Context: an optimization exercise on an open-source flow, tuned for small area. The choices shown serve that exercise and are no tape-out recipe.
RTL that was checked went through simulation tests only; none was proved equivalent to the original.
Only the layout flow was run in runs 1 and 2; the RTL was not checked for function there.
Power and IR drop assume default switching activity.

==> flow/design.v <==
package layer_pkg;
   typedef logic signed [16-1:0] data_t;
   typedef logic [$clog2(8)-1:0] vec_addr_t;
   typedef logic [$clog2(16 / 2)-1:0] row_t;
endpackage
package layer_coef_pkg;
   localparam int WEIGHT_ENTRIES = 4 * 8 * (16 / 4);
   localparam int BIAS_ENTRIES   = 4 * (16 / 4);
   localparam logic [WEIGHT_ENTRIES*16-1:0] weight_table = {
      {
         -16'sd38,  16'sd33,  16'sd109, 16'sd24,  -16'sd3,   -16'sd45,  -16'sd19,  16'sd48,
         16'sd103,  16'sd18,  16'sd82,  -16'sd28, 16'sd101,  -16'sd64,  -16'sd108, 16'sd3,
         -16'sd18,  16'sd107, 16'sd2,   -16'sd45, -16'sd85,  16'sd22,   16'sd86,   16'sd32,
         -16'sd1,   -16'sd105, 16'sd81, 16'sd42,  16'sd45,   16'sd39,   -16'sd54,  16'sd63
      },
      {
         16'sd29,   -16'sd75, -16'sd24, 16'sd89,  -16'sd12,  -16'sd72,  16'sd114,  -16'sd15,
         -16'sd11,  -16'sd4,  -16'sd36, 16'sd105, 16'sd53,   -16'sd50,  -16'sd37,  16'sd72,
         -16'sd110, -16'sd77, 16'sd9,   16'sd71,  16'sd1,    16'sd100,  16'sd15,   -16'sd72,
         16'sd90,   16'sd84,  16'sd7,   -16'sd36, 16'sd56,   -16'sd106, 16'sd20,   16'sd22
      },
      {
         -16'sd109, -16'sd24, 16'sd30,  16'sd68,  -16'sd123, -16'sd41,  16'sd119,  16'sd31,
         16'sd54,   16'sd121, 16'sd12,  16'sd60,  -16'sd48,  16'sd3,    -16'sd37,  16'sd78,
         16'sd93,   -16'sd101, 16'sd116, -16'sd83, 16'sd31,  -16'sd49,  16'sd124,  16'sd29,
         -16'sd78,  16'sd8,   16'sd67,  16'sd81,  16'sd87,   16'sd63,   -16'sd18,  -16'sd105
      },
      {
         -16'sd2,   -16'sd5,  16'sd22,  -16'sd23, 16'sd96,   -16'sd58,  16'sd36,   -16'sd70,
         16'sd126,  16'sd113, -16'sd73, 16'sd94,  -16'sd73,  16'sd92,   -16'sd104, -16'sd98,
         -16'sd64,  -16'sd77, -16'sd4,  -16'sd9,  -16'sd113, 16'sd20,   16'sd21,   -16'sd3,
         16'sd115,  16'sd106, 16'sd14,  -16'sd126, -16'sd1,  -16'sd93,  16'sd0,    16'sd126
      }
   };
   localparam logic [BIAS_ENTRIES*16-1:0] bias_table = {
      {-16'sd70, 16'sd120, 16'sd71,  -16'sd60},
      {-16'sd47, 16'sd115, -16'sd83, 16'sd67},
      {16'sd41,  16'sd38,  -16'sd81, -16'sd106},
      {16'sd103, 16'sd83,  16'sd0,   -16'sd10}
   };
endpackage
module layer_sequencer (
   input  logic                 clk,
   input  logic                 reset,
   input  logic                 s_valid,
   input  logic                 m_ready,
   output logic                 s_ready,
   output logic                 m_valid,
   output logic                 vec_wr_en,    
   output layer_pkg::vec_addr_t pos,          
   output logic                 run0,         
   output logic                 en0,          
   output layer_pkg::row_t      row0,
   output logic                 run1,
   output logic                 en1,
   output layer_pkg::row_t      row1,
   output logic                 out_sel       
);
   layer_pkg::vec_addr_t load_cnt;    
   logic vec_pending;    
   logic start0, done0;
   logic start1, done1;
   logic fire0, fire1;
   logic gap;            
   assign s_ready   = (pos == load_cnt)
                      && (load_cnt != '0 || (!vec_pending && !(row1 == 3'd7 && !run1)));
   assign vec_wr_en = s_ready & s_valid;
   assign gap       = (pos == load_cnt) && (load_cnt != '0) && !s_valid;
   assign m_valid = out_sel ? done1 : done0;
   assign fire0   = m_ready & done0 & !out_sel;
   assign fire1   = m_ready & done1 & out_sel;
   assign start0 = (pos == 3'd1) && !run0 && (!done0 || fire0)
                   && (row0 != '0 || vec_pending || vec_wr_en);
   assign start1 = (pos == 3'd2) && !run1 && (!done1 || fire1)
                   && (row1 != '0 || vec_pending || vec_wr_en);
   assign en0 = start0 | run0;
   assign en1 = start1 | run1;
   always_ff @(posedge clk) begin
      if (reset) begin
         pos         <= '0;
         load_cnt    <= '0;
         vec_pending <= 1'b0;
         out_sel     <= 1'b0;
         run0        <= 1'b0;
         done0       <= 1'b0;
         row0        <= '0;
         run1        <= 1'b0;
         done1       <= 1'b0;
         row1        <= '0;
      end else begin
         pos <= pos + 1'b1;
         if (vec_wr_en)
            load_cnt <= load_cnt + 1'b1;
         if (vec_wr_en && load_cnt == 3'd7)
            vec_pending <= 1'b1;
         else if (run1 && pos == 3'd1 && row1 == 3'd6)
            vec_pending <= 1'b0;
         if (fire0 | fire1)
            out_sel <= !out_sel;
         if (start0)
            run0 <= 1'b1;
         else if (run0 && (pos == 3'd0 || (gap && row0 == '0)))
            run0 <= 1'b0;
         if (run0 && pos == 3'd0 && !(gap && row0 == '0)) begin
            done0 <= 1'b1;
            row0  <= row0 + 1'b1;
         end else if (fire0)
            done0 <= 1'b0;
         if (start1)
            run1 <= 1'b1;
         else if (run1 && (pos == 3'd1 || (gap && row1 == '0)))
            run1 <= 1'b0;
         if (run1 && pos == 3'd1 && !(gap && row1 == '0)) begin
            done1 <= 1'b1;
            row1  <= row1 + 1'b1;
         end else if (fire1)
            done1 <= 1'b0;
      end
   end
endmodule
module mac_array (
   input  logic                 clk,
   input  logic                 vec_wr_en,
   input  layer_pkg::data_t     data_in,
   input  layer_pkg::vec_addr_t pos,
   input  logic                 run0,
   input  logic                 en0,
   input  layer_pkg::row_t      row0,
   input  logic                 run1,
   input  logic                 en1,
   input  layer_pkg::row_t      row1,
   output layer_pkg::data_t     acc0,
   output logic [16/4-1:1] acc0_cy,
   output layer_pkg::data_t     acc1,
   output logic [16/4-1:1] acc1_cy
);
   layer_pkg::data_t ring [0:8-1];
   always_ff @(posedge clk) begin
      for (int k = 0; k < 8 - 1; k++)
         ring[k] <= ring[k+1];
      ring[8-1] <= vec_wr_en ? data_in : ring[0];
   end
   mac_lane #(.LANE(0)) u_lane0 (
      .clk    (clk),
      .run    (run0),
      .en     (en0),
      .row    (row0),
      .pos    (pos),
      .x_word (ring[8-1]),
      .acc    (acc0),
      .acc_cy (acc0_cy)
   );
   mac_lane #(.LANE(1)) u_lane1 (
      .clk    (clk),
      .run    (run1),
      .en     (en1),
      .row    (row1),
      .pos    (pos),
      .x_word (ring[8-2]),
      .acc    (acc1),
      .acc_cy (acc1_cy)
   );
endmodule
module result_buffer (
   input  logic             out_sel,
   input  layer_pkg::data_t acc0,
   input  logic [16/4-1:1] acc0_cy,
   input  layer_pkg::data_t acc1,
   input  logic [16/4-1:1] acc1_cy,
   output layer_pkg::data_t data_out
);
   localparam int NSEG = 16 / 4;
   layer_pkg::data_t                 acc;
   logic [NSEG-1:1]                  acc_cy;
   logic [16-1:0]         carries;
   layer_pkg::data_t                 result;
   assign acc    = out_sel ? acc1 : acc0;
   assign acc_cy = out_sel ? acc1_cy : acc0_cy;
   always_comb begin
      carries = '0;
      for (int k = 1; k < NSEG; k++)
         carries[k*4] = acc_cy[k];
   end
   assign result   = acc + carries;
   assign data_out = result[16-1] ? '0 : result;
endmodule
module layer_top (
   input  logic             clk,
   input  logic             reset,
   input  logic             s_valid,
   input  logic             m_ready,
   input  layer_pkg::data_t data_in,
   output logic             s_ready,
   output logic             m_valid,
   output layer_pkg::data_t data_out
);
   logic                 vec_wr_en;
   layer_pkg::vec_addr_t pos;
   logic                 run0, en0, run1, en1;
   layer_pkg::row_t      row0, row1;
   logic                 out_sel;
   layer_pkg::data_t     acc0, acc1;
   logic [16/4-1:1] acc0_cy, acc1_cy;
   layer_sequencer u_sequencer (
      .clk       (clk),
      .reset     (reset),
      .s_valid   (s_valid),
      .m_ready   (m_ready),
      .s_ready   (s_ready),
      .m_valid   (m_valid),
      .vec_wr_en (vec_wr_en),
      .pos       (pos),
      .run0      (run0),
      .en0       (en0),
      .row0      (row0),
      .run1      (run1),
      .en1       (en1),
      .row1      (row1),
      .out_sel   (out_sel)
   );
   mac_array u_mac_array (
      .clk       (clk),
      .vec_wr_en (vec_wr_en),
      .data_in   (data_in),
      .pos       (pos),
      .run0      (run0),
      .en0       (en0),
      .row0      (row0),
      .run1      (run1),
      .en1       (en1),
      .row1      (row1),
      .acc0      (acc0),
      .acc0_cy   (acc0_cy),
      .acc1      (acc1),
      .acc1_cy   (acc1_cy)
   );
   result_buffer u_result_buffer (
      .out_sel  (out_sel),
      .acc0     (acc0),
      .acc0_cy  (acc0_cy),
      .acc1     (acc1),
      .acc1_cy  (acc1_cy),
      .data_out (data_out)
   );
endmodule
==> flow/run.sh <==
#!/bin/bash
# synth_recipe.tcl (not shown) runs the flow's synth.tcl, then flattens the netlist and writes it again
# the make line also repeats each setting of config.mk as NAME=value (left out here)
make -C /OpenROAD-flow-scripts/flow DESIGN_CONFIG=/design/flow/config.mk WORK_HOME=/design/flow/orfs CLKGATE_MAP_FILE= SYNTH_SCRIPT=/design/flow/synth_recipe.tcl finish
==> flow/config.mk <==
export PLATFORM = sky130hd
export DESIGN_NAME = layer_top
export DESIGN_NICKNAME = layer_top
export VERILOG_FILES = /design/flow/design.v
export SDC_FILE = /design/flow/constraint.sdc
export NUM_CORES = 4
export LEC_CHECK = 0
export CAP_MARGIN = 20
export CORE_MARGIN = 2
export CORE_UTILIZATION = 40
export SLEW_MARGIN = 20
==> flow/constraint.sdc <==
create_clock -name core_clock -period 7.0 [get_ports {clk}]
set_input_delay 1.4000 -clock core_clock [delete_from_list [all_inputs] [get_ports {clk}]]
set_output_delay 1.4000 -clock core_clock [all_outputs]
set_load 0.01 [all_outputs]
==> impl_metrics.env, run 1 <==
export IMPL_outcome="stopped before the end"
export IMPL_error="ERROR: Module `\\mac_lane' referenced in module `\\mac_array' in cell `\\u_lane1' is not part of the design."
export IMPL_yosys_warnings=0
export IMPL_haltStage="1_1_yosys_canonicalize"
==> run 2: changes to the inputs <==
--- a/flow/design.v
+++ b/flow/design.v
@@ -120,2 +120,259 @@
 endmodule
+module mac_lane #(
+   parameter int LANE = 0
+) (
+   input  logic                 clk,
+   input  logic                 run,       
+   input  logic                 en,        
+   input  layer_pkg::row_t      row,
+   input  layer_pkg::vec_addr_t pos,
+   input  layer_pkg::data_t     x_word,
+   output layer_pkg::data_t     acc,
+   output logic [16/8-1:1] acc_cy    
+);
+   localparam int ROWS = 16 / 2;
+   localparam int ENTRIES = ROWS * 8;
+   logic [ENTRIES*8-1:0] w_rom;
+   logic [4*ENTRIES-1:0] d_one, d_two, d_neg;
+   logic [ROWS*8-1:0]    b_rom;
+   genvar i;
+   generate
+      for (i = 0; i < ENTRIES; i++) begin : g_w
+         localparam int J = 2 * (i / 8) + LANE;
+         localparam int C = (i % 8 + 2 * 8 - 1 - LANE) % 8;
+         localparam int E = (J % 4) * 8 * (16 / 4)
+                            + (J / 4) * 8 + C;
+         localparam logic [7:0] WV =
+            layer_coef_pkg::weight_table[(layer_coef_pkg::WEIGHT_ENTRIES - 1 - E) * 16 +: 8];
+         localparam logic [8:0] WX = {WV, 1'b0};
+         assign w_rom[i*8 +: 8] = WV;
+         for (genvar k = 0; k < 4; k++) begin : g_k
+            assign d_one[k*ENTRIES + i] = WX[2*k+1] ^ WX[2*k];
+            assign d_two[k*ENTRIES + i] = (WX[2*k+2] & ~WX[2*k+1] & ~WX[2*k]) | (~WX[2*k+2] & WX[2*k+1] & WX[2*k]);
+            assign d_neg[k*ENTRIES + i] = WX[2*k+2] & ~(WX[2*k+1] & WX[2*k]);
+         end
+      end
+      for (i = 0; i < ROWS; i++) begin : g_b
+         localparam int J = 2 * i + LANE;
+         localparam int E = (J % 4) * (16 / 4) + J / 4;
+         assign b_rom[i*8 +: 8] =
+            layer_coef_pkg::bias_table[(layer_coef_pkg::BIAS_ENTRIES - 1 - E) * 16 +: 8];
+      end
+   endgenerate
+   logic [7:0]  weight;
+   logic [7:0]  bias;
+   logic [15:0] addend;
+   assign weight = w_rom[{row, pos}*8 +: 8];
+   assign bias   = b_rom[row*8 +: 8];
+   assign addend = run ? acc : {{8{bias[7]}}, bias};
+   logic [3:0] neg, one, two;
+   generate
+      for (i = 0; i < 4; i++) begin : g_booth
+         assign one[i] = d_one[i*ENTRIES + {row, pos}];
+         assign two[i] = d_two[i*ENTRIES + {row, pos}];
+         assign neg[i] = d_neg[i*ENTRIES + {row, pos}];
+      end
+   endgenerate
+   logic [15:0] pp0;
+   assign pp0[0] = ((one[0] & x_word[0])) ^ neg[0];
+   assign pp0[1] = ((one[0] & x_word[1]) | (two[0] & x_word[0])) ^ neg[0];
+   assign pp0[2] = ((one[0] & x_word[2]) | (two[0] & x_word[1])) ^ neg[0];
+   assign pp0[3] = ((one[0] & x_word[3]) | (two[0] & x_word[2])) ^ neg[0];
+   assign pp0[4] = ((one[0] & x_word[4]) | (two[0] & x_word[3])) ^ neg[0];
+   assign pp0[5] = ((one[0] & x_word[5]) | (two[0] & x_word[4])) ^ neg[0];
+   assign pp0[6] = ((one[0] & x_word[6]) | (two[0] & x_word[5])) ^ neg[0];
+   assign pp0[7] = ((one[0] & x_word[7]) | (two[0] & x_word[6])) ^ neg[0];
+   assign pp0[8] = ((one[0] & x_word[8]) | (two[0] & x_word[7])) ^ neg[0];
+   assign pp0[9] = ((one[0] & x_word[9]) | (two[0] & x_word[8])) ^ neg[0];
+   assign pp0[10] = ((one[0] & x_word[10]) | (two[0] & x_word[9])) ^ neg[0];
+   assign pp0[11] = ((one[0] & x_word[11]) | (two[0] & x_word[10])) ^ neg[0];
+   assign pp0[12] = ((one[0] & x_word[12]) | (two[0] & x_word[11])) ^ neg[0];
+   assign pp0[13] = ((one[0] & x_word[13]) | (two[0] & x_word[12])) ^ neg[0];
+   assign pp0[14] = ((one[0] & x_word[14]) | (two[0] & x_word[13])) ^ neg[0];
+   assign pp0[15] = ((one[0] & x_word[15]) | (two[0] & x_word[14])) ^ neg[0];
+   logic [15:2] pp1;
+   assign pp1[2] = ((one[1] & x_word[0])) ^ neg[1];
+   assign pp1[3] = ((one[1] & x_word[1]) | (two[1] & x_word[0])) ^ neg[1];
+   assign pp1[4] = ((one[1] & x_word[2]) | (two[1] & x_word[1])) ^ neg[1];
+   assign pp1[5] = ((one[1] & x_word[3]) | (two[1] & x_word[2])) ^ neg[1];
+   assign pp1[6] = ((one[1] & x_word[4]) | (two[1] & x_word[3])) ^ neg[1];
+   assign pp1[7] = ((one[1] & x_word[5]) | (two[1] & x_word[4])) ^ neg[1];
+   assign pp1[8] = ((one[1] & x_word[6]) | (two[1] & x_word[5])) ^ neg[1];
+   assign pp1[9] = ((one[1] & x_word[7]) | (two[1] & x_word[6])) ^ neg[1];
+   assign pp1[10] = ((one[1] & x_word[8]) | (two[1] & x_word[7])) ^ neg[1];
+   assign pp1[11] = ((one[1] & x_word[9]) | (two[1] & x_word[8])) ^ neg[1];
+   assign pp1[12] = ((one[1] & x_word[10]) | (two[1] & x_word[9])) ^ neg[1];
+   assign pp1[13] = ((one[1] & x_word[11]) | (two[1] & x_word[10])) ^ neg[1];
+   assign pp1[14] = ((one[1] & x_word[12]) | (two[1] & x_word[11])) ^ neg[1];
+   assign pp1[15] = ((one[1] & x_word[13]) | (two[1] & x_word[12])) ^ neg[1];
+   logic [15:4] pp2;
+   assign pp2[4] = ((one[2] & x_word[0])) ^ neg[2];
+   assign pp2[5] = ((one[2] & x_word[1]) | (two[2] & x_word[0])) ^ neg[2];
+   assign pp2[6] = ((one[2] & x_word[2]) | (two[2] & x_word[1])) ^ neg[2];
+   assign pp2[7] = ((one[2] & x_word[3]) | (two[2] & x_word[2])) ^ neg[2];
+   assign pp2[8] = ((one[2] & x_word[4]) | (two[2] & x_word[3])) ^ neg[2];
+   assign pp2[9] = ((one[2] & x_word[5]) | (two[2] & x_word[4])) ^ neg[2];
+   assign pp2[10] = ((one[2] & x_word[6]) | (two[2] & x_word[5])) ^ neg[2];
+   assign pp2[11] = ((one[2] & x_word[7]) | (two[2] & x_word[6])) ^ neg[2];
+   assign pp2[12] = ((one[2] & x_word[8]) | (two[2] & x_word[7])) ^ neg[2];
+   assign pp2[13] = ((one[2] & x_word[9]) | (two[2] & x_word[8])) ^ neg[2];
+   assign pp2[14] = ((one[2] & x_word[10]) | (two[2] & x_word[9])) ^ neg[2];
+   assign pp2[15] = ((one[2] & x_word[11]) | (two[2] & x_word[10])) ^ neg[2];
+   logic [15:6] pp3;
+   assign pp3[6] = ((one[3] & x_word[0])) ^ neg[3];
+   assign pp3[7] = ((one[3] & x_word[1]) | (two[3] & x_word[0])) ^ neg[3];
+   assign pp3[8] = ((one[3] & x_word[2]) | (two[3] & x_word[1])) ^ neg[3];
+   assign pp3[9] = ((one[3] & x_word[3]) | (two[3] & x_word[2])) ^ neg[3];
+   assign pp3[10] = ((one[3] & x_word[4]) | (two[3] & x_word[3])) ^ neg[3];
+   assign pp3[11] = ((one[3] & x_word[5]) | (two[3] & x_word[4])) ^ neg[3];
+   assign pp3[12] = ((one[3] & x_word[6]) | (two[3] & x_word[5])) ^ neg[3];
+   assign pp3[13] = ((one[3] & x_word[7]) | (two[3] & x_word[6])) ^ neg[3];
+   assign pp3[14] = ((one[3] & x_word[8]) | (two[3] & x_word[7])) ^ neg[3];
+   assign pp3[15] = ((one[3] & x_word[9]) | (two[3] & x_word[8])) ^ neg[3];
+   logic s1, c2, s3, c4, s5, c6, s7, c8, s9, c10, s11, c12, s13, c14, s15, c16, s17, c18, s19, c20, s21, c22, s23, c24, s25, c26, s27, c28, s29, c30, s31, c32, s33, c34, s35, c36, s37, c38, s39, c40, s41, c42, s43, c44, s45, c46, s47, c48, s49, c50, s51, c52, s53, c54, s55, c56, s57, c58, s59, c60, s61, c62, s63, c64, s65, c66, s67, c68, s69, c70, s71, c72, s73, c74, s75, c76, s77, c78, s79, c80, s81, c82, s83, c84, s85, c86, s87, c88, s89, c90, s91, c92, s93, c94, s95, c96, s97, c98, s99, c100, s101, c102, s103, c104;
+   assign s1 = pp0[4] ^ pp1[4];
+   assign c2 = pp0[4] & pp1[4];
+   assign s3 = pp0[5] ^ pp1[5];
+   assign c4 = pp0[5] & pp1[5];
+   assign s5 = pp0[6] ^ pp1[6] ^ pp2[6];
+   assign c6 = (pp0[6] & pp1[6]) | (pp0[6] & pp2[6]) | (pp1[6] & pp2[6]);
+   assign s7 = pp3[6] ^ neg[3];
+   assign c8 = pp3[6] & neg[3];
+   assign s9 = pp0[7] ^ pp1[7] ^ pp2[7];
+   assign c10 = (pp0[7] & pp1[7]) | (pp0[7] & pp2[7]) | (pp1[7] & pp2[7]);
+   assign s11 = pp3[7] ^ addend[7];
+   assign c12 = pp3[7] & addend[7];
+   assign s13 = pp0[8] ^ pp1[8] ^ pp2[8];
+   assign c14 = (pp0[8] & pp1[8]) | (pp0[8] & pp2[8]) | (pp1[8] & pp2[8]);
+   assign s15 = pp3[8] ^ addend[8];
+   assign c16 = pp3[8] & addend[8];
+   assign s17 = pp0[9] ^ pp1[9] ^ pp2[9];
+   assign c18 = (pp0[9] & pp1[9]) | (pp0[9] & pp2[9]) | (pp1[9] & pp2[9]);
+   assign s19 = pp3[9] ^ addend[9];
+   assign c20 = pp3[9] & addend[9];
+   assign s21 = pp0[10] ^ pp1[10] ^ pp2[10];
+   assign c22 = (pp0[10] & pp1[10]) | (pp0[10] & pp2[10]) | (pp1[10] & pp2[10]);
+   assign s23 = pp3[10] ^ addend[10];
+   assign c24 = pp3[10] & addend[10];
+   assign s25 = pp0[11] ^ pp1[11] ^ pp2[11];
+   assign c26 = (pp0[11] & pp1[11]) | (pp0[11] & pp2[11]) | (pp1[11] & pp2[11]);
+   assign s27 = pp3[11] ^ addend[11];
+   assign c28 = pp3[11] & addend[11];
+   assign s29 = pp0[12] ^ pp1[12] ^ pp2[12];
+   assign c30 = (pp0[12] & pp1[12]) | (pp0[12] & pp2[12]) | (pp1[12] & pp2[12]);
+   assign s31 = pp3[12] ^ addend[12];
+   assign c32 = pp3[12] & addend[12];
+   assign s33 = pp0[13] ^ pp1[13] ^ pp2[13];
+   assign c34 = (pp0[13] & pp1[13]) | (pp0[13] & pp2[13]) | (pp1[13] & pp2[13]);
+   assign s35 = pp3[13] ^ addend[13];
+   assign c36 = pp3[13] & addend[13];
+   assign s37 = pp0[14] ^ pp1[14] ^ pp2[14];
+   assign c38 = (pp0[14] & pp1[14]) | (pp0[14] & pp2[14]) | (pp1[14] & pp2[14]);
+   assign s39 = pp3[14] ^ addend[14];
+   assign c40 = pp3[14] & addend[14];
+   assign s41 = pp0[15] ^ pp1[15] ^ pp2[15];
+   assign s43 = pp3[15] ^ addend[15];
+   assign s45 = pp0[2] ^ pp1[2];
+   assign c46 = pp0[2] & pp1[2];
+   assign s47 = pp0[3] ^ pp1[3];
+   assign c48 = pp0[3] & pp1[3];
+   assign s49 = pp2[4] ^ neg[2] ^ addend[4];
+   assign c50 = (pp2[4] & neg[2]) | (pp2[4] & addend[4]) | (neg[2] & addend[4]);
+   assign s51 = pp2[5] ^ addend[5] ^ s3;
+   assign c52 = (pp2[5] & addend[5]) | (pp2[5] & s3) | (addend[5] & s3);
+   assign s53 = addend[6] ^ s5 ^ s7;
+   assign c54 = (addend[6] & s5) | (addend[6] & s7) | (s5 & s7);
+   assign s55 = s9 ^ s11 ^ c6;
+   assign c56 = (s9 & s11) | (s9 & c6) | (s11 & c6);
+   assign s57 = s13 ^ s15 ^ c10;
+   assign c58 = (s13 & s15) | (s13 & c10) | (s15 & c10);
+   assign s59 = s17 ^ s19 ^ c14;
+   assign c60 = (s17 & s19) | (s17 & c14) | (s19 & c14);
+   assign s61 = s21 ^ s23 ^ c18;
+   assign c62 = (s21 & s23) | (s21 & c18) | (s23 & c18);
+   assign s63 = s25 ^ s27 ^ c22;
+   assign c64 = (s25 & s27) | (s25 & c22) | (s27 & c22);
+   assign s65 = s29 ^ s31 ^ c26;
+   assign c66 = (s29 & s31) | (s29 & c26) | (s31 & c26);
+   assign s67 = s33 ^ s35 ^ c30;
+   assign c68 = (s33 & s35) | (s33 & c30) | (s35 & c30);
+   assign s69 = s37 ^ s39 ^ c34;
+   assign c70 = (s37 & s39) | (s37 & c34) | (s39 & c34);
+   assign s71 = s41 ^ s43 ^ c38;
+   assign s73 = pp0[0] ^ neg[0];
+   assign c74 = pp0[0] & neg[0];
+   assign s75 = pp0[1] ^ addend[1];
+   assign c76 = pp0[1] & addend[1];
+   assign s77 = neg[1] ^ addend[2] ^ s45;
+   assign c78 = (neg[1] & addend[2]) | (neg[1] & s45) | (addend[2] & s45);
+   assign s79 = addend[3] ^ s47 ^ c46;
+   assign c80 = (addend[3] & s47) | (addend[3] & c46) | (s47 & c46);
+   assign s81 = s1 ^ s49 ^ c48;
+   assign c82 = (s1 & s49) | (s1 & c48) | (s49 & c48);
+   assign s83 = c2 ^ s51 ^ c50;
+   assign c84 = (c2 & s51) | (c2 & c50) | (s51 & c50);
+   assign s85 = c4 ^ s53 ^ c52;
+   assign c86 = (c4 & s53) | (c4 & c52) | (s53 & c52);
+   assign s87 = c8 ^ s55 ^ c54;
+   assign c88 = (c8 & s55) | (c8 & c54) | (s55 & c54);
+   assign s89 = c12 ^ s57 ^ c56;
+   assign c90 = (c12 & s57) | (c12 & c56) | (s57 & c56);
+   assign s91 = c16 ^ s59 ^ c58;
+   assign c92 = (c16 & s59) | (c16 & c58) | (s59 & c58);
+   assign s93 = c20 ^ s61 ^ c60;
+   assign c94 = (c20 & s61) | (c20 & c60) | (s61 & c60);
+   assign s95 = c24 ^ s63 ^ c62;
+   assign c96 = (c24 & s63) | (c24 & c62) | (s63 & c62);
+   assign s97 = c28 ^ s65 ^ c64;
+   assign c98 = (c28 & s65) | (c28 & c64) | (s65 & c64);
+   assign s99 = c32 ^ s67 ^ c66;
+   assign c100 = (c32 & s67) | (c32 & c66) | (s67 & c66);
+   assign s101 = c36 ^ s69 ^ c68;
+   assign c102 = (c36 & s69) | (c36 & c68) | (s69 & c68);
+   assign s103 = c40 ^ s71 ^ c70;
+   logic [15:0] op_a, op_b;
+   assign op_a = {s103, s101, s99, s97, s95, s93, s91, s89, s87, s85, s83, s81, s79, s77, s75, addend[0]};
+   assign op_b = {c102, c100, c98, c96, c94, c92, c90, c88, c86, c84, c82, c80, c78, c76, c74, s73};
+   logic [15:0] cy;
+   logic [15:0] sum;
+   logic [1:1] cy_out;
+   assign cy[0] = 1'b0;
+   assign sum[0] = op_a[0] ^ op_b[0] ^ cy[0];
+   assign cy[1] = (op_a[0] & op_b[0]) | (op_a[0] & cy[0]) | (op_b[0] & cy[0]);
+   assign sum[1] = op_a[1] ^ op_b[1] ^ cy[1];
+   assign cy[2] = (op_a[1] & op_b[1]) | (op_a[1] & cy[1]) | (op_b[1] & cy[1]);
+   assign sum[2] = op_a[2] ^ op_b[2] ^ cy[2];
+   assign cy[3] = (op_a[2] & op_b[2]) | (op_a[2] & cy[2]) | (op_b[2] & cy[2]);
+   assign sum[3] = op_a[3] ^ op_b[3] ^ cy[3];
+   assign cy[4] = (op_a[3] & op_b[3]) | (op_a[3] & cy[3]) | (op_b[3] & cy[3]);
+   assign sum[4] = op_a[4] ^ op_b[4] ^ cy[4];
+   assign cy[5] = (op_a[4] & op_b[4]) | (op_a[4] & cy[4]) | (op_b[4] & cy[4]);
+   assign sum[5] = op_a[5] ^ op_b[5] ^ cy[5];
+   assign cy[6] = (op_a[5] & op_b[5]) | (op_a[5] & cy[5]) | (op_b[5] & cy[5]);
+   assign sum[6] = op_a[6] ^ op_b[6] ^ cy[6];
+   assign cy[7] = (op_a[6] & op_b[6]) | (op_a[6] & cy[6]) | (op_b[6] & cy[6]);
+   assign sum[7] = op_a[7] ^ op_b[7] ^ cy[7];
+   assign cy_out[1] = (op_a[7] & op_b[7]) | (op_a[7] & cy[7]) | (op_b[7] & cy[7]);
+   assign cy[8] = run & acc_cy[1];
+   assign sum[8] = op_a[8] ^ op_b[8] ^ cy[8];
+   assign cy[9] = (op_a[8] & op_b[8]) | (op_a[8] & cy[8]) | (op_b[8] & cy[8]);
+   assign sum[9] = op_a[9] ^ op_b[9] ^ cy[9];
+   assign cy[10] = (op_a[9] & op_b[9]) | (op_a[9] & cy[9]) | (op_b[9] & cy[9]);
+   assign sum[10] = op_a[10] ^ op_b[10] ^ cy[10];
+   assign cy[11] = (op_a[10] & op_b[10]) | (op_a[10] & cy[10]) | (op_b[10] & cy[10]);
+   assign sum[11] = op_a[11] ^ op_b[11] ^ cy[11];
+   assign cy[12] = (op_a[11] & op_b[11]) | (op_a[11] & cy[11]) | (op_b[11] & cy[11]);
+   assign sum[12] = op_a[12] ^ op_b[12] ^ cy[12];
+   assign cy[13] = (op_a[12] & op_b[12]) | (op_a[12] & cy[12]) | (op_b[12] & cy[12]);
+   assign sum[13] = op_a[13] ^ op_b[13] ^ cy[13];
+   assign cy[14] = (op_a[13] & op_b[13]) | (op_a[13] & cy[13]) | (op_b[13] & cy[13]);
+   assign sum[14] = op_a[14] ^ op_b[14] ^ cy[14];
+   assign cy[15] = (op_a[14] & op_b[14]) | (op_a[14] & cy[14]) | (op_b[14] & cy[14]);
+   assign sum[15] = op_a[15] ^ op_b[15] ^ cy[15];
+   always_ff @(posedge clk)
+      if (en) begin
+         acc    <= sum;
+         acc_cy <= cy_out;
+      end
+endmodule
 module mac_array (
@@ -132,5 +389,5 @@
    output layer_pkg::data_t     acc0,
-   output logic [16/4-1:1] acc0_cy,
+   output logic [16/8-1:1] acc0_cy,
    output layer_pkg::data_t     acc1,
-   output logic [16/4-1:1] acc1_cy
+   output logic [16/8-1:1] acc1_cy
 );
@@ -166,8 +423,8 @@
    input  layer_pkg::data_t acc0,
-   input  logic [16/4-1:1] acc0_cy,
+   input  logic [16/8-1:1] acc0_cy,
    input  layer_pkg::data_t acc1,
-   input  logic [16/4-1:1] acc1_cy,
+   input  logic [16/8-1:1] acc1_cy,
    output layer_pkg::data_t data_out
 );
-   localparam int NSEG = 16 / 4;
+   localparam int NSEG = 16 / 8;
    layer_pkg::data_t                 acc;
@@ -181,3 +438,3 @@
       for (int k = 1; k < NSEG; k++)
-         carries[k*4] = acc_cy[k];
+         carries[k*8] = acc_cy[k];
    end
@@ -202,3 +459,3 @@
    layer_pkg::data_t     acc0, acc1;
-   logic [16/4-1:1] acc0_cy, acc1_cy;
+   logic [16/8-1:1] acc0_cy, acc1_cy;
    layer_sequencer u_sequencer (
==> impl_metrics.env, run 2 <==
export IMPL_outcome="finished with violations"
export IMPL_checkFailReasons="negative setup slack"
export IMPL_area_growth_pct=23.1
export IMPL_gp_congestion=0.971
export IMPL_post_synth_top_count_cell="dfxtp_1"
export IMPL_reg2regPathDepth=30
export IMPL_critPathLaunchType="flop"
export IMPL_wirelength_microns=38200
export IMPL_synth_cell_types=77
export IMPL_reg2reg_from="u_sequencer.pos[1]"
export IMPL_grtUsageTotal_pct=23.7
export IMPL_worst_path_most_repeated_cell="fa_2"
export IMPL_grt_pass1_vias=9992
export IMPL_critPathCaptureType="flop"
export IMPL_cp_startpoint="u_sequencer.pos[1]"
export IMPL_port_buffers=36
export IMPL_synthXorXnorAreaFrac_pct=9.65
export IMPL_firstDrtPassIters=5
export IMPL_initial_core_util_pct=40.8
export IMPL_fin_ws_ns=-0.119
export IMPL_core_area_sq_um=30700
export IMPL_syn_area_sq_um=12500
export IMPL_die_h_microns=181
export IMPL_drv_slew=0
export IMPL_powerDensity_nw_per_um2=636
export IMPL_crit_path_max_fanout=5
export IMPL_synth_largest_area_cell="dfxtp_1"
export IMPL_holdCritStartpoint="u_mac_array.ring[4][14]"
export IMPL_yosys_warnings=7
export IMPL_final_hold_viol_count=0
export IMPL_ys_flop_type="dfxtp_1"
export IMPL_vias=9870
export IMPL_layout_commonest_cell="buf_4"
export IMPL_cts_made_buffers=17
export IMPL_drc=0
export IMPL_cp_slowest_cell="mux4_2"
export IMPL_drt_iter0_drc=1001
export IMPL_setup_viol=2
export IMPL_synthTopCellsByCount="146 x dfxtp_1, 120 x inv_1, 96 x a22oi_1"
export IMPL_cts_root_buf="clkbuf_16"
export IMPL_r2r_slack_ns=-0.12
export IMPL_synth_edf_count=34
export IMPL_grt_setup_unrepaired="true"
export IMPL_yosysTopAreaCellShare_pct=23.3
export IMPL_synth_seq_cells=180
export IMPL_yosys_top_cells_area="dfxtp_1 23%, fa_1 15%, edfxtp_1 8.1%"
export IMPL_synth_top_family_by_area="adder cells"
export IMPL_post_dp_cell_area_sq_um=14500
export IMPL_synth_simple_area_share_pct=8.16
export IMPL_overflow=0
export IMPL_peakVddDrop_mv=0.620
export IMPL_n_antenna_cell=0
export IMPL_final_cell_mix="194 x buf_4, 143 x dfxtp_1, 112 x inv_1, 89 x a22oi_1, 76 x fa_1"
export IMPL_synthAdderAreaFrac_pct=20.6
export IMPL_slew_headroom_pct=36.1
export IMPL_final_nets=1584
export IMPL_dieArea_sq_um=32800
export IMPL_postRouteAntennaNets=0
export IMPL_routedWlPerCell_microns=21.0
export IMPL_place_inst=1776
export IMPL_worstPathRequired_ns=7.20
export IMPL_max_stage_delay_ns=0.54
export IMPL_dp_hpwl_microns=29900
export IMPL_timing_final_crit_share_pct=102
export IMPL_htree_levels=4
export IMPL_grt_max_degree=34
export IMPL_critPathCapture="u_mac_array.u_lane0.acc[15]"
export IMPL_finalCriticalPeriod_ns=7.12
export IMPL_regMostFlops="u_mac_array.ring"
export IMPL_vias_per_cell=5.42
export IMPL_dp_slack_ns=-0.237
export IMPL_cts_clk_slew_worst_paths_ns=0.09
export IMPL_antenna_found_initial=1
export IMPL_fin_util_pct=50.2
export IMPL_synth_nets=1423
export IMPL_fill_cells=2840
export IMPL_design_portCount=38
export IMPL_worst_setup_path_type="reg -> reg"
export IMPL_synth_mux_area_share_pct=6.67
export IMPL_min_path_type="reg -> reg"
export IMPL_largest_reg_flops=128
export IMPL_finalNonFillerCells=1822
export IMPL_synth_area_per_cell_sq_um=10.0
export IMPL_cts_sinks=180
export IMPL_crit_arrival_ns=7.32
export IMPL_grt_first_pass_wirelength_microns=59100
export IMPL_worst_pin_slew_ns=0.956
export IMPL_p_total_mw=9.83
export IMPL_max_freq_mhz=140
export IMPL_postSynthCellCount=1252
export IMPL_leakage_nw=6.39
export IMPL_max_cap_violations=0
export IMPL_die_w_microns=181
export IMPL_ys_seq_area_share_pct=31.4
export IMPL_ys_async_sr_fraction_pct=0
export IMPL_stdcell_area_sq_um=15400
export IMPL_tritoncts="done"
export IMPL_rr_endpoint="u_mac_array.u_lane0.acc[15]"
export IMPL_top_regs="u_mac_array.ring x128, u_mac_array.u_lane0.acc x16, u_mac_array.u_lane1.acc x16"
export IMPL_row_count=64
export IMPL_skew_ns=0.0213
export IMPL_synth_compound_area_share_pct=15.8
export IMPL_cts_buffer_depth=2
export IMPL_layout_drive_gt1_share_pct=25.9
export IMPL_clock_latency_ns=0.45
run 2: worst min-delay path by stage:
stage / end / slack [ns] / cells past startpoint
final: u_mac_array.ring[3][14] / 0.33 / 0
after detailed placement: u_mac_array.ring[0][11] / 0.31 / 0
after floorplan: u_mac_array.ring[0][0] / 0.31 / 0
after CTS: u_mac_array.ring[3][14] / 0.33 / 0
after global routing: u_mac_array.ring[3][9] / 0.33 / 0
after global placement: u_mac_array.ring[1][5] / 0.31 / 0
run 2: cells by family (layout without fill, tap and decap cells):
logic type / count (synthesis) / in the layout
AO/OA/AOI/OAI: 283 / 283
XOR/XNOR: 135 / 135
adder cells (fa/ha/maj): 151 / 151
buffers and inverters: 221 / 395
flip-flops: 180 / 180
multiplexers: 63 / 63
other: 1 / 1
AND/OR/NAND/NOR: 218 / 218
run 2: power breakdown:
group | switching (mW) | internal, mW
combinational | 3.28 | 3.26
clock | 0.513 | 0.497
sequential | 0.342 | 1.94
run 2: area by class of cell:
| class | instances | area [sq um] | area share, % |
|---|---|---|---|
| Timing Repair Buffer | 237 | 1930 | 12.5 |
| Inverter | 126 | 480 | 3.11 |
| Sequential cell | 180 | 3950 | 25.6 |
| Multi-Input combinational cell | 851 | 7970 | 51.6 |
| Tap cell | 396 | 495 | 3.21 |
| Clock buffer | 17 | 425 | 2.75 |
| Clock inverter | 15 | 196 | 1.27 |
run 2: per-layer routing:
metal  routed length, microns  track usage [%]  vias up
li1                         -                -     4592
met2                    17700             38.6      368
met3                     2220             3.29       62
met1                    17100             32.5     4846
met5                       18                0        -
met4                     1110             7.61        2
run 2: critical path, delay by kind of cell, from the launching register on:
kind | cells | cell delay [ns]
compound gates | 2 | 0.26
xor+xnor | 7 | 1.00
fa+ha+maj | 11 | 3.77
buf+inv | 8 | 0.71
flops | 1 | 0.38
mux | 1 | 0.54
simple gates | 1 | 0.17
run 2: what timing repair did:
action / CTS / global route
buffers inserted: 14 / 0
endpoints found under the setup margin: 2 / 2
pin swaps: 34 / 12
gates resized for setup: 32 / 18
hold buffers: 0 / 0
run 2: stage by stage:
step                      setup TNS, ns  hold WS (ns)
after global placement           -0.394         0.310
after detailed placement         -0.472         0.312
after CTS                        -0.148         0.328
after floorplan                  -0.460         0.310
after global routing             -0.629         0.332
final                            -0.169         0.326
==> run 3: changes to the inputs <==
--- a/flow/design.v
+++ b/flow/design.v
@@ -130,3 +130,3 @@
    output layer_pkg::data_t     acc,
-   output logic [16/8-1:1] acc_cy    
+   output logic [16/4-1:1] acc_cy    
 );
@@ -337,3 +337,3 @@
    logic [15:0] sum;
-   logic [1:1] cy_out;
+   logic [3:1] cy_out;
    assign cy[0] = 1'b0;
@@ -346,3 +346,4 @@
    assign sum[3] = op_a[3] ^ op_b[3] ^ cy[3];
-   assign cy[4] = (op_a[3] & op_b[3]) | (op_a[3] & cy[3]) | (op_b[3] & cy[3]);
+   assign cy_out[1] = (op_a[3] & op_b[3]) | (op_a[3] & cy[3]) | (op_b[3] & cy[3]);
+   assign cy[4] = run & acc_cy[1];
    assign sum[4] = op_a[4] ^ op_b[4] ^ cy[4];
@@ -354,4 +355,4 @@
    assign sum[7] = op_a[7] ^ op_b[7] ^ cy[7];
-   assign cy_out[1] = (op_a[7] & op_b[7]) | (op_a[7] & cy[7]) | (op_b[7] & cy[7]);
-   assign cy[8] = run & acc_cy[1];
+   assign cy_out[2] = (op_a[7] & op_b[7]) | (op_a[7] & cy[7]) | (op_b[7] & cy[7]);
+   assign cy[8] = run & acc_cy[2];
    assign sum[8] = op_a[8] ^ op_b[8] ^ cy[8];
@@ -363,3 +364,4 @@
    assign sum[11] = op_a[11] ^ op_b[11] ^ cy[11];
-   assign cy[12] = (op_a[11] & op_b[11]) | (op_a[11] & cy[11]) | (op_b[11] & cy[11]);
+   assign cy_out[3] = (op_a[11] & op_b[11]) | (op_a[11] & cy[11]) | (op_b[11] & cy[11]);
+   assign cy[12] = run & acc_cy[3];
    assign sum[12] = op_a[12] ^ op_b[12] ^ cy[12];
@@ -389,5 +391,5 @@
    output layer_pkg::data_t     acc0,
-   output logic [16/8-1:1] acc0_cy,
+   output logic [16/4-1:1] acc0_cy,
    output layer_pkg::data_t     acc1,
-   output logic [16/8-1:1] acc1_cy
+   output logic [16/4-1:1] acc1_cy
 );
@@ -423,8 +425,8 @@
    input  layer_pkg::data_t acc0,
-   input  logic [16/8-1:1] acc0_cy,
+   input  logic [16/4-1:1] acc0_cy,
    input  layer_pkg::data_t acc1,
-   input  logic [16/8-1:1] acc1_cy,
+   input  logic [16/4-1:1] acc1_cy,
    output layer_pkg::data_t data_out
 );
-   localparam int NSEG = 16 / 8;
+   localparam int NSEG = 16 / 4;
    layer_pkg::data_t                 acc;
@@ -438,3 +440,3 @@
       for (int k = 1; k < NSEG; k++)
-         carries[k*8] = acc_cy[k];
+         carries[k*4] = acc_cy[k];
    end
@@ -459,3 +461,3 @@
    layer_pkg::data_t     acc0, acc1;
-   logic [16/8-1:1] acc0_cy, acc1_cy;
+   logic [16/4-1:1] acc0_cy, acc1_cy;
    layer_sequencer u_sequencer (
--- a/flow/config.mk
+++ b/flow/config.mk
@@ -7,5 +7,6 @@
 export LEC_CHECK = 0
-export CAP_MARGIN = 20
+export CAP_MARGIN = 0
 export CORE_MARGIN = 2
 export CORE_UTILIZATION = 40
-export SLEW_MARGIN = 20
+export GPL_TIMING_DRIVEN = 0
+export SLEW_MARGIN = 0
==> impl_metrics.env, run 3 <==
export IMPL_ys_async_sr_fraction_pct=0
export IMPL_synth_seq_cells=184
export IMPL_postRouteAntennaNets=0
export IMPL_worst_setup_path_type="reg -> reg"
export IMPL_cts_sinks=184
export IMPL_cts_clk_slew_worst_paths_ns=0.08
export IMPL_p_int_mw=5.20
export IMPL_drv_slew=0
export IMPL_worst_path_most_repeated_cell="fa_1"
export IMPL_postCtsHoldBufs=0
export IMPL_htree_levels=4
export IMPL_cts_made_buffers=17
export IMPL_tritoncts="done"
export IMPL_cp_slowest_cell="fa_1"
export IMPL_critPathCaptureType="flop"
export IMPL_p_sw_mw=3.78
export IMPL_tns_ns=0
export IMPL_yosys_top_cells_area="dfxtp_1 23%, fa_1 14%, edfxtp_1 8.8%"
export IMPL_cts_root_buf="clkbuf_16"
export IMPL_critPathTopFamily="adder cells"
export IMPL_routedWlPerCell_microns=21.7
export IMPL_peakVddDrop_mv=0.379
export IMPL_postSynthCellCount=1347
export IMPL_pwr_share_comb_pct=64.3
export IMPL_drc=0
export IMPL_synth_area_per_cell_sq_um=9.59
export IMPL_die_h_microns=184
export IMPL_grt_first_pass_wirelength_microns=61700
export IMPL_ys_seq_area_share_pct=31.5
export IMPL_clock_latency_ns=0.44
export IMPL_min_path_type="reg -> reg"
export IMPL_critPathLaunchType="flop"
export IMPL_layout_commonest_cell="dfxtp_1"
export IMPL_synth_cell_types=79
export IMPL_crit_arrival_ns=6.91
export IMPL_p_total_mw=8.98
export IMPL_leakage_nw=6.02
export IMPL_design_portCount=38
export IMPL_dp_slack_ns=-1.48
export IMPL_firstDrtPassIters=7
export IMPL_synth_edf_count=38
export IMPL_synth_largest_area_cell="dfxtp_1"
export IMPL_row_count=65
export IMPL_skew_ns=0.0238
export IMPL_antenna_found_initial=0
export IMPL_path_cells="buf_8 > clkinvlp_4 > buf_4 > ha_2 > and2b_1 > nor2_1 > o211a_1 > o211ai_2 > clkbuf_2 > xnor2_1 > fa_1 > fa_1 > inv_1 > fa_1 > inv_1 > fa_1 > inv_1 > fa_1 > fa_1 > xnor2_1 > xnor2_1 > xnor2_1 > xnor2_1 > xnor3_1"
export IMPL_top_regs="u_mac_array.ring x128, u_mac_array.u_lane0.acc x16, u_mac_array.u_lane1.acc x16"
export IMPL_synthTopCellsByCount="146 x dfxtp_1, 137 x inv_1, 110 x nand2_1"
export IMPL_syn_area_sq_um=12900
export IMPL_clkPwrFrac_pct=11.3
export IMPL_vias_per_cell=5.54
export IMPL_ys_flop_type="dfxtp_1"
export IMPL_final_cell_mix="142 x dfxtp_1, 135 x inv_1, 109 x nand2_1, 96 x a22oi_1, 91 x fa_1"
export IMPL_wirelength_microns=39700
export IMPL_powerDensity_nw_per_um2=608
export IMPL_dp_hpwl_microns=30400
export IMPL_swShare_pct=42.1
export IMPL_timing_final_crit_share_pct=96.1
export IMPL_initial_core_util_pct=40.8
export IMPL_finalCriticalPeriod_ns=6.73
export IMPL_post_synth_top_count_cell="dfxtp_1"
export IMPL_grtUsageTotal_pct=24.3
export IMPL_yosys_warnings=7
export IMPL_grt_pass1_vias=10100
export IMPL_synth_nets=1520
export IMPL_port_buffers=35
export IMPL_seqPwrFrac_pct=24.4
export IMPL_final_nets=1583
export IMPL_grt_max_degree=22
export IMPL_gp_congestion=0.968
export IMPL_largest_reg_flops=128
export IMPL_final_hold_viol_count=0
export IMPL_dieArea_sq_um=33700
export IMPL_yosysTopAreaCellShare_pct=22.6
export IMPL_outcome="complete, no violations"
export IMPL_fin_ws_ns=0.272
export IMPL_drt_iter0_drc=1015
export IMPL_worstPathRequired_ns=7.18
export IMPL_n_antenna_cell=0
export IMPL_worst_pin_slew_ns=0.996
export IMPL_slew_headroom_pct=33.6
export IMPL_setup_viol=0
export IMPL_max_cap_violations=0
export IMPL_core_area_sq_um=31600
export IMPL_layout_drive_gt1_share_pct=12.8
export IMPL_critPathBufInv=7
export IMPL_area_growth_pct=14.3
export IMPL_crit_path_max_fanout=10
export IMPL_regMostFlops="u_mac_array.ring"
export IMPL_cts_buffer_depth=2
export IMPL_max_stage_delay_ns=0.54
export IMPL_overflow=0
export IMPL_die_w_microns=184
export IMPL_vias=10100
export IMPL_max_freq_mhz=149
## run 3: cell count changes after synthesis, moves of 6 or more
cell	change
buf_2	-6
clkbuf_1	+11
inv_1	+17
mux2_2	-10
nand2_1	+57
nand3_1	-10
nor2_1	-10
nor2b_1	+11
o21ai_0	+18
xor2_1	-8
## run 3: area by class of cell
type                            instances  area, sq um
Fill cell                            2990        16900
Sequential cell                       184         4070
Buffer                                 96          536
Inverter                              144          548
Clock buffer                           17          425
Clock inverter                         15          195
Tap cell                              402          503
Multi-Input combinational cell        916         8010
Timing Repair Buffer                   51          470
## run 3: per-stage QoR
step           hold WS (ns)  cell area, sq um  util, %  cells
2_1_floorplan         0.310             12900        -   1347
3_3_place_gp          0.311             13800     43.5   1784
3_5_place_dp          0.312             13800     43.5   1784
4_1_cts               0.323             14600     46.0   1819
5_1_grt               0.330             14800     46.6   1825
6_report              0.323             14800     46.6   1825
## run 3: what timing repair did
action                                  CTS  global route
gates resized for setup                  49            58
buffers inserted                          6            10
gates cloned                              0             0
endpoints found under the setup margin   18             2
pin swaps                                 0             6
## run 3: power by group through the flow
stage               registers [mW]  logic, mW  clock network, mW
floorplan                     2.06       4.43                  0
global placement              2.21       5.50                  0
detailed placement            2.22       5.68                  0
CTS                           2.20       5.79               1.04
global route                  2.23       6.77               1.08
finish                        2.19       5.77               1.02
## run 3: worst paths after layout
check	cells after the start	start	slack (ns)	to
setup / recovery	24	u_sequencer.pos[1]	0.27	u_mac_array.u_lane1.acc[15]
hold / removal	0	u_mac_array.ring[1][9]	0.32	u_mac_array.ring[0][9]
setup reg to reg	24	u_sequencer.pos[1]	0.27	u_mac_array.u_lane1.acc[15]
hold reg to reg	0	u_mac_array.ring[1][9]	0.32	u_mac_array.ring[0][9]
## run 3: per-layer routing
metal | part of all wire, % | global-route usage, % | vias to the layer above
met3 | 7.2 | 3.43 | 99
met5 | 0 | 0 | -
li1 | - | - | 4701
met4 | 5.1 | 10.7 | 0
met2 | 45 | 38.3 | 486
met1 | 43 | 33.2 | 4828
## run 3: cells by family (layout without fill, tap and decap cells)
kind of cell    after synthesis  after routing  synth area share [%]
compound gates              309            309                  16.2
flops                       184            184                  31.5
simple gates                275            275                  10.0
buf+inv                     247            323                  7.94
fa+ha+maj                   153            153                  20.2
xor+xnor                    134            134                  9.62
mux                          44             44                  4.51
other cells                   1              1                0.0290
==> run 4: changes to the inputs <==
--- a/flow/config.mk
+++ b/flow/config.mk
@@ -7,3 +7,3 @@
 export LEC_CHECK = 0
-export CAP_MARGIN = 0
+export CAP_MARGIN = 20
 export CORE_MARGIN = 2
@@ -11,2 +11,2 @@
 export GPL_TIMING_DRIVEN = 0
-export SLEW_MARGIN = 0
+export SLEW_MARGIN = 20
==> impl_metrics.env, run 4 <==
export IMPL_worst_pin_slew_ns=1.09
export IMPL_grtUsageTotal_pct=24.3
export IMPL_dp_hpwl_microns=30400
export IMPL_skew_ns=0.0249
export IMPL_tns_ns=0
export IMPL_ys_seq_area_share_pct=31.5
export IMPL_post_synth_top_count_cell="dfxtp_1"
export IMPL_cts_made_buffers=17
export IMPL_worstPathRequired_ns=7.19
export IMPL_layout_drive_gt1_share_pct=12.6
export IMPL_synth_largest_area_cell="dfxtp_1"
export IMPL_top_regs="u_mac_array.ring x128, u_mac_array.u_lane0.acc x16, u_mac_array.u_lane1.acc x16"
export IMPL_final_cell_mix="142 x dfxtp_1, 135 x inv_1, 109 x nand2_1, 96 x a22oi_1, 91 x fa_1"
export IMPL_core_area_sq_um=31600
export IMPL_dieArea_sq_um=33700
export IMPL_reg2reg_from="u_sequencer.pos[0]"
export IMPL_clock_latency_ns=0.45
export IMPL_cts_clk_slew_worst_paths_ns=0.09
export IMPL_die_h_microns=184
export IMPL_antenna_found_initial=0
export IMPL_cts_root_buf="clkbuf_16"
export IMPL_whs_ns=0.326
export IMPL_synth_nets=1520
export IMPL_synth_seq_cells=184
export IMPL_critPathCapture="u_mac_array.u_lane1.acc[15]"
export IMPL_final_hold_viol_count=0
export IMPL_design_portCount=38
export IMPL_grt_setup_unrepaired="true"
export IMPL_drc=0
export IMPL_setup_viol=0
export IMPL_max_cap_violations=0
export IMPL_p_sw_mw=3.83
export IMPL_clkPwrFrac_pct=11.7
export IMPL_grt_first_pass_wirelength_microns=61800
export IMPL_synth_edf_count=38
export IMPL_ys_flop_type="dfxtp_1"
export IMPL_area_growth_pct=14.4
export IMPL_wirelength_microns=39700
export IMPL_yosys_warnings=7
export IMPL_swShare_pct=42.3
export IMPL_final_nets=1582
export IMPL_p_total_mw=9.06
export IMPL_overflow=0
export IMPL_drt_iter0_drc=914
export IMPL_syn_area_sq_um=12900
export IMPL_finalCriticalPeriod_ns=6.79
export IMPL_seqPwrFrac_pct=24.2
export IMPL_cp_startpoint="u_sequencer.pos[0]"
export IMPL_yosysTopAreaCellShare_pct=22.6
export IMPL_regMostFlops="u_mac_array.ring"
export IMPL_cts_buffer_depth=2
export IMPL_layout_commonest_cell="dfxtp_1"
export IMPL_powerDensity_nw_per_um2=613
export IMPL_ys_async_sr_fraction_pct=0
export IMPL_crit_path_max_fanout=10
export IMPL_postRouteAntennaNets=0
export IMPL_pwr_share_comb_pct=64.1
export IMPL_die_w_microns=184
export IMPL_vias=10200
export IMPL_row_count=65
export IMPL_tritoncts="done"
export IMPL_cts_sinks=184
export IMPL_synthTopCellsByCount="146 x dfxtp_1, 137 x inv_1, 110 x nand2_1"
export IMPL_peakVddDrop_mv=0.463
export IMPL_largest_reg_flops=128
export IMPL_vias_per_cell=5.61
export IMPL_critPathLaunchType="flop"
export IMPL_firstDrtPassIters=5
export IMPL_yosys_top_cells_area="dfxtp_1 23%, fa_1 14%, edfxtp_1 8.8%"
export IMPL_synth_cell_types=79
export IMPL_fill_cells=3019
export IMPL_initial_core_util_pct=40.8
export IMPL_leakage_nw=6.03
export IMPL_timing_final_crit_share_pct=96.9
export IMPL_gp_congestion=0.968
export IMPL_postCtsHoldBufs=0
export IMPL_outcome="complete, no violations"
export IMPL_finalNonFillerCells=1824
export IMPL_crit_arrival_ns=6.98
export IMPL_reg2regPathDepth=24
export IMPL_slew_headroom_pct=27.4
export IMPL_port_buffers=35
export IMPL_rr_endpoint="u_mac_array.u_lane1.acc[15]"
export IMPL_routedWlPerCell_microns=21.8
export IMPL_r2r_slack_ns=0.21
export IMPL_min_path_type="reg -> reg"
export IMPL_max_freq_mhz=147
export IMPL_htree_levels=4
export IMPL_postSynthCellCount=1347
export IMPL_critPathCaptureType="flop"
export IMPL_n_antenna_cell=0
export IMPL_p_int_mw=5.23
export IMPL_worst_setup_path_type="reg -> reg"
export IMPL_drv_slew=0
export IMPL_place_inst=1784
export IMPL_grt_pass1_vias=10300
export IMPL_grt_max_degree=23
export IMPL_synth_area_per_cell_sq_um=9.59
==> run 4: final cells by class <==
cell class	count	area [sq um]	share of cell area, %
multi-input cells	916	8000	54.1
clock inverters	14	198	1.34
flip-flops and latches	184	4070	27.6
clock buffers	18	450	3.05
repair buffers	48	448	3.03
inverters	144	548	3.71
plain buffers	98	556	3.76
well taps	402	503	3.40
==> run 4: cell families (layout without fill, tap and decap cells) <==
| family | count (synthesis) | in the layout | synth area share (%) |
|---|---|---|---|
| flip-flops | 184 | 184 | 31.5 |
| multiplexers | 44 | 44 | 4.51 |
| buffers and inverters | 247 | 322 | 7.94 |
| other | 1 | 1 | 0.0290 |
| XOR/XNOR | 134 | 134 | 9.62 |
| adder cells (fa/ha/maj) | 153 | 153 | 20.2 |
| AND/OR/NAND/NOR | 275 | 275 | 10.0 |
| AO/OA/AOI/OAI | 309 | 309 | 16.2 |
==> run 4: layer usage <==
metal  global-route usage (%)  share of wire (%)
met1                     32.5                 44
met2                     37.7                 44
met3                     4.24                6.1
met4                     12.8                5.7
met5                        0                  0
==> run 4: repair_timing <==
action	CTS	global route
endpoints found under the hold margin	0	0
gates resized for setup	53	57
pin swaps	1	7
endpoints found under the setup margin	18	2
buffers inserted	5	8
==> run 4: power by group through the flow <==
| stage | clock network [mW] | logic, mW | registers (mW) |
|---|---|---|---|
| final | 1.06 | 5.81 | 2.19 |
| after global routing | 1.12 | 6.76 | 2.22 |
| after CTS | 1.07 | 5.80 | 2.19 |
| after detailed placement | 0 | 5.68 | 2.22 |
| after global placement | 0 | 5.50 | 2.21 |
| after floorplan | 0 | 4.43 | 2.06 |
==> run 4: worst max-delay path: stages, from the launching register on <==
cell	delay [ns]
dfxtp_4	0.36
clkbuf_8	0.18
clkinvlp_4	0.17
ha_4	0.29
nor2b_1	0.53
a2111oi_2	0.13
nor4_1	0.44
a31oi_2	0.14
clkbuf_4	0.25
a22oi_1	0.26
xnor2_1	0.13
fa_1	0.51
fa_1	0.54
inv_1	0.05
fa_1	0.43
inv_1	0.08
fa_1	0.17
inv_1	0.05
fa_1	0.38
fa_1	0.40
xnor2_1	0.19
xnor2_1	0.17
xnor2_1	0.16
xnor2_1	0.17
xnor3_1	0.34
==> run 4: how the worst min path moves through the flow <==
stage	slack, ns	end	depth (start not counted)	from
after global placement	0.31	u_mac_array.ring[0][15]	0	u_mac_array.ring[1][15]
final	0.33	u_mac_array.ring[0][10]	0	u_mac_array.ring[1][10]
after global routing	0.33	u_mac_array.ring[4][5]	0	u_mac_array.ring[5][5]
after floorplan	0.31	u_mac_array.ring[0][0]	0	u_mac_array.ring[1][0]
after detailed placement	0.31	u_mac_array.ring[2][2]	0	u_mac_array.ring[3][2]
after CTS	0.33	u_mac_array.ring[0][10]	0	u_mac_array.ring[1][10]
==> run 4: through the flow <==
step,area (sq um),utilization [%],setup WS (ns)
finish,14800,46.7,0.214
global route,14800,46.7,-0.0247
CTS,14600,46.2,0.00232
detailed placement,13800,43.5,-1.48
global placement,13800,43.5,-1.51
floorplan,12900,-,0.257
==> run 5: changes to the inputs <==
--- a/flow/config.mk
+++ b/flow/config.mk
@@ -10,3 +10,2 @@
 export CORE_UTILIZATION = 40
-export GPL_TIMING_DRIVEN = 0
 export SLEW_MARGIN = 20
==> impl_metrics.env, run 5 <==
export IMPL_outcome="complete, no violations"
export IMPL_layout_commonest_cell="dfxtp_1"
export IMPL_wirelength_microns=38100
export IMPL_leakage_nw=5.86
export IMPL_timing_final_crit_share_pct=96.0
export IMPL_top_regs="u_mac_array.ring x128, u_mac_array.u_lane0.acc x16, u_mac_array.u_lane1.acc x16"
export IMPL_finalCriticalPeriod_ns=6.72
export IMPL_whs_ns=0.324
export IMPL_drv_slew=0
export IMPL_core_area_sq_um=31600
export IMPL_clock_latency_ns=0.46
export IMPL_cts_sinks=184
export IMPL_worstPathRequired_ns=7.20
export IMPL_n_antenna_cell=0
export IMPL_vias=9834
export IMPL_skew_ns=0.0220
export IMPL_cts_made_buffers=17
export IMPL_initial_core_util_pct=40.8
export IMPL_die_h_microns=184
export IMPL_worst_setup_path_type="reg -> reg"
export IMPL_tns_ns=0
export IMPL_max_freq_mhz=149
export IMPL_p_total_mw=8.73
export IMPL_syn_area_sq_um=12900
export IMPL_final_cell_mix="145 x dfxtp_1, 137 x inv_1, 110 x nand2_1, 97 x a22oi_1, 92 x fa_1"
export IMPL_overflow=0
export IMPL_cts_buffer_depth=2
export IMPL_dieArea_sq_um=33700
export IMPL_setup_viol=0
export IMPL_firstDrtPassIters=6
export IMPL_synth_cell_types=79
export IMPL_grt_max_degree=38
export IMPL_final_hold_viol_count=0
export IMPL_postSynthCellCount=1347
export IMPL_grt_setup_unrepaired="false"
export IMPL_synth_nets=1520
export IMPL_post_cts_setup_buffer_count=0
export IMPL_largest_reg_flops=128
export IMPL_ys_seq_area_share_pct=31.5
export IMPL_crit_path_max_fanout=9
export IMPL_worst_pin_slew_ns=1.03
export IMPL_htree_levels=4
export IMPL_final_nets=1535
export IMPL_tritoncts="done"
export IMPL_critPathTopFamily="adder cells"
export IMPL_path_cells="inv_1 > ha_1 > buf_4 > nand2b_1 > o311ai_0 > o2111a_1 > a31oi_1 > a22oi_1 > xnor2_1 > fa_1 > fa_1 > inv_1 > fa_1 > inv_1 > fa_1 > inv_1 > fa_1 > fa_1 > xnor2_1 > xnor2_1 > xnor2_1 > xnor2_1 > xnor3_1"
export IMPL_critPathBufInv=5
export IMPL_vias_per_cell=5.53
export IMPL_cp_slowest_cell="fa_1"
export IMPL_design_portCount=38
export IMPL_dp_hpwl_microns=29100
export IMPL_synth_edf_count=38
export IMPL_powerDensity_nw_per_um2=608
export IMPL_ys_flop_type="dfxtp_1"
export IMPL_gp_congestion=0.999
export IMPL_drt_iter0_drc=959
export IMPL_regMostFlops="u_mac_array.ring"
export IMPL_synth_seq_cells=184
export IMPL_synthTopCellsByCount="146 x dfxtp_1, 137 x inv_1, 110 x nand2_1"
export IMPL_synth_area_per_cell_sq_um=9.59
export IMPL_crit_arrival_ns=6.92
export IMPL_routedWlPerCell_microns=21.5
export IMPL_grt_pass1_vias=9864
export IMPL_yosys_warnings=7
export IMPL_max_cap_violations=0
export IMPL_peakVddDrop_mv=0.462
export IMPL_antenna_found_initial=0
export IMPL_cts_clk_slew_worst_paths_ns=0.09
export IMPL_grtUsageTotal_pct=23.4
export IMPL_ys_async_sr_fraction_pct=0
export IMPL_layout_drive_gt1_share_pct=9.75
export IMPL_drc=0
export IMPL_slew_headroom_pct=31.3
export IMPL_row_count=65
export IMPL_post_synth_top_count_cell="dfxtp_1"
export IMPL_yosysTopAreaCellShare_pct=22.6
export IMPL_grt_first_pass_wirelength_microns=59500
export IMPL_die_w_microns=184
export IMPL_worst_path_most_repeated_cell="fa_1"
export IMPL_max_stage_delay_ns=0.55
export IMPL_port_buffers=36
export IMPL_cts_root_buf="clkbuf_16"
export IMPL_min_path_type="reg -> reg"
export IMPL_synth_largest_area_cell="dfxtp_1"
export IMPL_area_growth_pct=11.1
export IMPL_yosys_top_cells_area="dfxtp_1 23%, fa_1 14%, edfxtp_1 8.8%"
export IMPL_critPathCaptureType="flop"
export IMPL_postRouteAntennaNets=0
export IMPL_critPathLaunchType="flop"
[run 5: cell counts after synthesis]
Identical to the previous run, type by type.
[run 5: through the flow]
step	instance area [sq um]	std cells	utilization, %	worst slack (ns)
global route	14300	1777	45.4	0.0278
detailed placement	13800	1745	43.5	0.333
global placement	13800	1745	43.5	0.329
floorplan	12900	1347	-	0.257
CTS	14300	1777	45.3	0.293
finish	14300	1777	45.4	0.278
[run 5: timing repair]
item                                    CTS  global route
hold buffers                              0             0
endpoints found under the setup margin    0             2
gates resized for setup                   0             4
endpoints found under the hold margin     0             0
[run 5: where the power goes]
part	switching, mW	total (mW)	internal (mW)
Combinational	2.81	5.48	2.67
Clock	0.455	0.967	0.512
Sequential	0.350	2.28	1.93
Total	3.61	8.73	5.12
[run 5: logic make-up after synthesis]
family	count (synthesis)	share of synthesized area, %
simple gates	275	10.0
other cells	1	0.0290
flops	184	31.5
xor+xnor	134	9.62
buf+inv	247	7.94
compound gates	309	16.2
fa+ha+maj	153	20.2
mux	44	4.51
[run 5: metal layers]
layer | track usage [%] | part of all wire, %
met5 | 0 | 0
met4 | 12.6 | 5.8
met3 | 3.19 | 5.1
met2 | 35.7 | 44
met1 | 32.3 | 45
[run 5: cell type report]
| type | instances | area [sq um] |
|---|---|---|
| Fill cell | 3023 | 17300 |
| Multi-Input combinational cell | 916 | 7830 |
| Sequential cell | 184 | 4070 |
| Timing Repair Buffer | 99 | 833 |
| Inverter | 144 | 541 |
| Tap cell | 402 | 503 |
| Clock buffer | 23 | 499 |
| Clock inverter | 9 | 73.8 |
[run 5: final timing paths]
kind,endpoint,start,cells after the start,slack [ns]
hold reg to reg,u_mac_array.ring[2][1],u_mac_array.ring[3][1],0,0.32
setup / recovery,u_mac_array.u_lane0.acc[15],u_sequencer.pos[1],23,0.28
hold / removal,u_mac_array.ring[2][1],u_mac_array.ring[3][1],0,0.32
setup reg to reg,u_mac_array.u_lane0.acc[15],u_sequencer.pos[1],23,0.28

==> port drivers added, routing unchanged <==
The results above use ideal ports. As a check the final layouts listed here were re-extracted and re-timed, cells and wires unchanged.
Step 1 assumes that a clkbuf_16 drives the clock port and a buf_2 every other input.
Step 2 moves the port delays by t, midway between the first and last clock arrival at a register: inputs arrive t later, outputs are due t later. That takes back most of the time a late clock gives input paths.
a / b / c = ideal ports / drivers / drivers and shift; a / b = the first two.
run | t (ns) | setup WS [ns] | worst data-port slew with drivers (ns)
run 2 | 0.491 | -0.119 / -0.119 / -0.119 | 0.05
run 3 | 0.478 | 0.272 / 0.272 / 0.272 | 0.05
run 4 | 0.489 | 0.214 / 0.214 / 0.214 | 0.05
run 5 | 0.497 | 0.278 / 0.278 / 0.278 | 0.04
